From an optimization exercise on the open Yosys and OpenROAD flow, aimed at small area; shortcuts taken in it are not production practice.
The RTL was checked by simulation tests, not by an equivalence proof against the original design.
Power figures rest on the tool's default switching activity, not on a simulated workload.

== before ==
// snow_overlay_top
module snow_overlay_top (
    input  logic        clk_i,
    input  logic        rst_i,
    input  logic        cen_i,      
    input  logic [1:0]  blank_i,    
    input  logic [2:0]  sync_i,     
    output logic [23:0] rgb_o,      
    output logic [2:0]  sync_o      
);
For scale: ~2600 cells after synthesis, ~35 I/O pins, ~15000 µm² of cells after synthesis.
Settings: LEC_CHECK=0, ABC_AREA=1, CAP_MARGIN=20, CORE_MARGIN=2, CORE_UTILIZATION=40, SLEW_MARGIN=0; clock period 12.5 ns.
standard.sh (not shown) runs the stock make flow with config.mk's settings and CLKGATE_MAP_FILE= SYNTH_SCRIPT=/design/flow/synth_recipe.tcl, a recipe that flattens the netlist after the stock synthesis.
==> flow/flow/run.sh <==
#!/bin/bash
# Own layout flow: the standard synthesis, then the combinational logic between the
# (unchanged) flip-flops is re-mapped with a stronger ABC script, then the standard layout
# from floorplan to finish. Each tool's output goes to a log file of its own here.
set -euo pipefail
W=$(pwd)
F=$W/flow
YOSYS=${YOSYS_EXE:-/OpenROAD-flow-scripts/tools/install/yosys/bin/yosys}
[[ -x $YOSYS ]] || YOSYS=yosys

# 1. Standard synthesis (the standard flow's own script, unchanged)
bash standard.sh synth > "$W/synth_std.log" 2>&1
R=$(dirname "$(ls "$W"/orfs/results/*/snow_overlay_top/base/1_2_yosys.v | head -n 1)")
cp "$R/1_2_yosys.v" "$W/netlist_std.v"

# 2. Re-map the gates between the flip-flops
RESYN_LIB=$FLOW_HOME/platforms/$FLOW_PLATFORM/lib/sky130_fd_sc_hd__tt_025C_1v80.lib \
RESYN_NETLIST=$W/netlist_std.v RESYN_TOP=$FLOW_TOP RESYN_SCRIPT=$F/resyn.abc \
RESYN_STAT=$W/resyn_stat.txt RESYN_OUT=$W/netlist_resyn.v \
  "$YOSYS" -c "$F/resyn.tcl" > "$W/resyn.log" 2>&1
cp "$W/netlist_resyn.v" "$R/1_2_yosys.v"
rm -f "$R/1_synth.odb" "$R/1_synth.sdc"

# 3. Standard layout on the new netlist. Ports get the smallest buffer; the clock tree uses
# mid-size buffers without dummy loads.
bash standard.sh \
  "BUFFER_PORTS_ARGS=-buffer_cell sky130_fd_sc_hd__buf_1" \
  "CTS_ARGS=-sink_clustering_enable -repair_clock_nets -buf_list sky130_fd_sc_hd__clkbuf_8 -dont_use_dummy_load" \
  "GPL_TIMING_DRIVEN=0" "REMOVE_ABC_BUFFERS=1" finish > "$W/layout.log" 2>&1
Other scripts of this flow, unchanged in this note and not shown: flow/flow/resyn.abc, flow/flow/resyn.tcl
What after does differently from before at the input level:
Settings: SLEW_MARGIN now 20, was 0.
Findings:
Going from before to after, transition at the pin with the smallest max-transition slack shrinks by 0.055 ns. after vs before — maximum frequency climbed slightly. Non-clock buffer count delta for after relative to before: 7 lower. [compare] base=before new=after: cell depth of the worst hold path neither gained nor lost much; max-capacitance violation count neither gained nor lost much; utilization neither gained nor lost much.

========
job 2530:
snow_overlay_top, a different RTL version from the one above (not shown whole).
For scale: ~35 I/O pins, roughly 0.015 mm2 of cells after synthesis.
## snow_overlay_top
module snow_overlay_top (
    input  logic        clk_i,
    input  logic        rst_i,
    input  logic        cen_i,      
    input  logic [1:0]  blank_i,    
    input  logic [2:0]  sync_i,     
    output logic [23:0] rgb_o,      
    output logic [2:0]  sync_o      
);
Settings: LEC_CHECK=0, ABC_AREA=1, CAP_MARGIN=20, CORE_MARGIN=2, CORE_UTILIZATION=40, SLEW_MARGIN=20; clock period 12.5 ns.
==> flow/flow/resyn.abc <==
strash
&get -n
&deepsyn -T 120
&put
dch -f
amap -F 4 -A 10 -m
topo
dnsize -c
Scripts as last shown in full above: flow/flow/run.sh
Other scripts of this flow, unchanged in this note and not shown: flow/flow/resyn.tcl
Job 2530 ended with every stage complete and zero timing, DRC or antenna violations.
Edits applied to the flow inputs when going from job 2530 to job 6703:
diff --git a/flow/flow/run.sh b/flow/flow/run.sh
--- a/flow/flow/run.sh
+++ b/flow/flow/run.sh
@@ -26,4 +26,4 @@
 bash standard.sh \
   "BUFFER_PORTS_ARGS=-buffer_cell sky130_fd_sc_hd__buf_1" \
-  "CTS_ARGS=-sink_clustering_enable -repair_clock_nets -buf_list sky130_fd_sc_hd__clkbuf_8 -dont_use_dummy_load" \
+  "CTS_ARGS=-sink_clustering_enable -repair_clock_nets -buf_list sky130_fd_sc_hd__clkbuf_16 -dont_use_dummy_load -sink_clustering_size 30 -sink_clustering_max_diameter 100" \
   "GPL_TIMING_DRIVEN=0" "REMOVE_ABC_BUFFERS=1" finish > "$W/layout.log" 2>&1
==> flow/flow/resyn.abc <==
strash
balance -l; resub -K 6 -l; rewrite -l; resub -K 6 -N 2 -l; refactor -l; resub -K 8 -l; balance -l; resub -K 8 -N 2 -l; rewrite -l; resub -K 10 -l; rewrite -z -l; resub -K 10 -N 2 -l; balance -l; resub -K 12 -l; refactor -z -l; resub -K 12 -N 2 -l; rewrite -z -l; balance -l
balance -l; resub -K 6 -l; rewrite -l; resub -K 6 -N 2 -l; refactor -l; resub -K 8 -l; balance -l; resub -K 8 -N 2 -l; rewrite -l; resub -K 10 -l; rewrite -z -l; resub -K 10 -N 2 -l; balance -l; resub -K 12 -l; refactor -z -l; resub -K 12 -N 2 -l; rewrite -z -l; balance -l
balance -l; resub -K 6 -l; rewrite -l; resub -K 6 -N 2 -l; refactor -l; resub -K 8 -l; balance -l; resub -K 8 -N 2 -l; rewrite -l; resub -K 10 -l; rewrite -z -l; resub -K 10 -N 2 -l; balance -l; resub -K 12 -l; refactor -z -l; resub -K 12 -N 2 -l; rewrite -z -l; balance -l
dch -f
amap
topo
dnsize -c
--- outcome ---
Both conditions hold for job 6703: the flow ran to the end and the final layout passed the timing, design-rule and antenna checks. Run comparison: job 2530 leading power group sequential cells; job 6703 leading power group the clock network. Compared job 6703 vs job 2530, and number of fill cells is up in job 6703. In the final reports, the cell area of job 6703 is larger than that of job 2530. On clock group share of total power, the lower figure sits with job 2530, not job 6703.
Input changes introduced in job 2817 (baseline for comparison: job 6703):
diff --git a/flow/flow/run.sh b/flow/flow/run.sh
--- a/flow/flow/run.sh
+++ b/flow/flow/run.sh
@@ -26,4 +26,4 @@
 bash standard.sh \
   "BUFFER_PORTS_ARGS=-buffer_cell sky130_fd_sc_hd__buf_1" \
-  "CTS_ARGS=-sink_clustering_enable -repair_clock_nets -buf_list sky130_fd_sc_hd__clkbuf_16 -dont_use_dummy_load -sink_clustering_size 30 -sink_clustering_max_diameter 100" \
+  "CTS_ARGS=-sink_clustering_enable -repair_clock_nets -buf_list sky130_fd_sc_hd__clkbuf_8 -dont_use_dummy_load" \
   "GPL_TIMING_DRIVEN=0" "REMOVE_ABC_BUFFERS=1" finish > "$W/layout.log" 2>&1
Findings:
- Job 2817 -> job 6703: number of cells on the worst hold path delta 0, exact match
- Compared with job 6703, job 2817 shows final routed wirelength across all metal layers lower by about 0.37%.
- From job 6703 to job 2817, cell area after placement did not move at all.
- A cell with the largest stage delay on the worst path of dfxtp_1 is what job 6703 shows, while nor2_1 belongs to job 2817.
- In terms of biggest cell delay along the critical path, job 6703 and job 2817 differ only marginally.
- Compared with job 6703, in job 2817 sequential share of layout area increased by 0.18 points relative to the old numbers, total power went down.
- Job 6703 -> job 2817: share of final layout cell area taken by non-clock buffers flat
The inputs of job 7588 differ from those of job 2817 as listed below.
diff --git a/flow/flow/run.sh b/flow/flow/run.sh
--- a/flow/flow/run.sh
+++ b/flow/flow/run.sh
@@ -26,4 +26,4 @@
 bash standard.sh \
   "BUFFER_PORTS_ARGS=-buffer_cell sky130_fd_sc_hd__buf_1" \
-  "CTS_ARGS=-sink_clustering_enable -repair_clock_nets -buf_list sky130_fd_sc_hd__clkbuf_8 -dont_use_dummy_load" \
+  "CTS_ARGS=-sink_clustering_enable -repair_clock_nets -buf_list {sky130_fd_sc_hd__clkbuf_4 sky130_fd_sc_hd__clkbuf_8} -dont_use_dummy_load" \
   "GPL_TIMING_DRIVEN=0" "REMOVE_ABC_BUFFERS=1" finish > "$W/layout.log" 2>&1
- All of job 7588 and job 2817 finish clean.
- Clock share of power across job 7588 and job 2817: no real change.
- Floorplan row count essentially unchanged between job 2817 and job 7588.
- Total via count in the routed design of job 7588 is on par with job 2817.

[separate check: timing with driven ports]
No port has a modelled driver above. Below, the same layouts with a new extraction and two added sets of constraints.
Step 1, drivers: a clkbuf_16 drives clk_i and a buf_2 each remaining input, both assumed.
Step 2 adds t to the input delays and takes it off the output delays; t is the mean of the earliest and latest rising clock arrival at the registers after step 1. Input paths then give back, and output paths get back, about the clock's delay inside the block.
Three values: ideal, step 1, step 2; two values: the first two.
run	t (ns)	setup WS [ns]	hold WS [ns]	worst setup path after step 2	clock arrival spread, ns
before	0.531	1.162 / 1.162 / 1.162	0.483 / 0.483 / 0.483	register to register	0.031 / 0.032
after	0.522	1.253 / 1.253 / 1.253	0.482 / 0.482 / 0.482	register to register	0.028 / 0.028
job 2530	0.502	1.052 / 1.052 / 1.052	0.485 / 0.485 / 0.485	register to register	0.034 / 0.034
job 6703	0.487	1.328 / 1.328 / 1.328	0.484 / 0.484 / 0.484	register to register	0.023 / 0.023
job 2817	0.522	1.323 / 1.323 / 1.323	0.486 / 0.486 / 0.486	register to register	0.035 / 0.035
job 7588	0.522	1.323 / 1.323 / 1.323	0.486 / 0.486 / 0.486	register to register	0.035 / 0.035
After both steps every run listed still meets setup and hold.
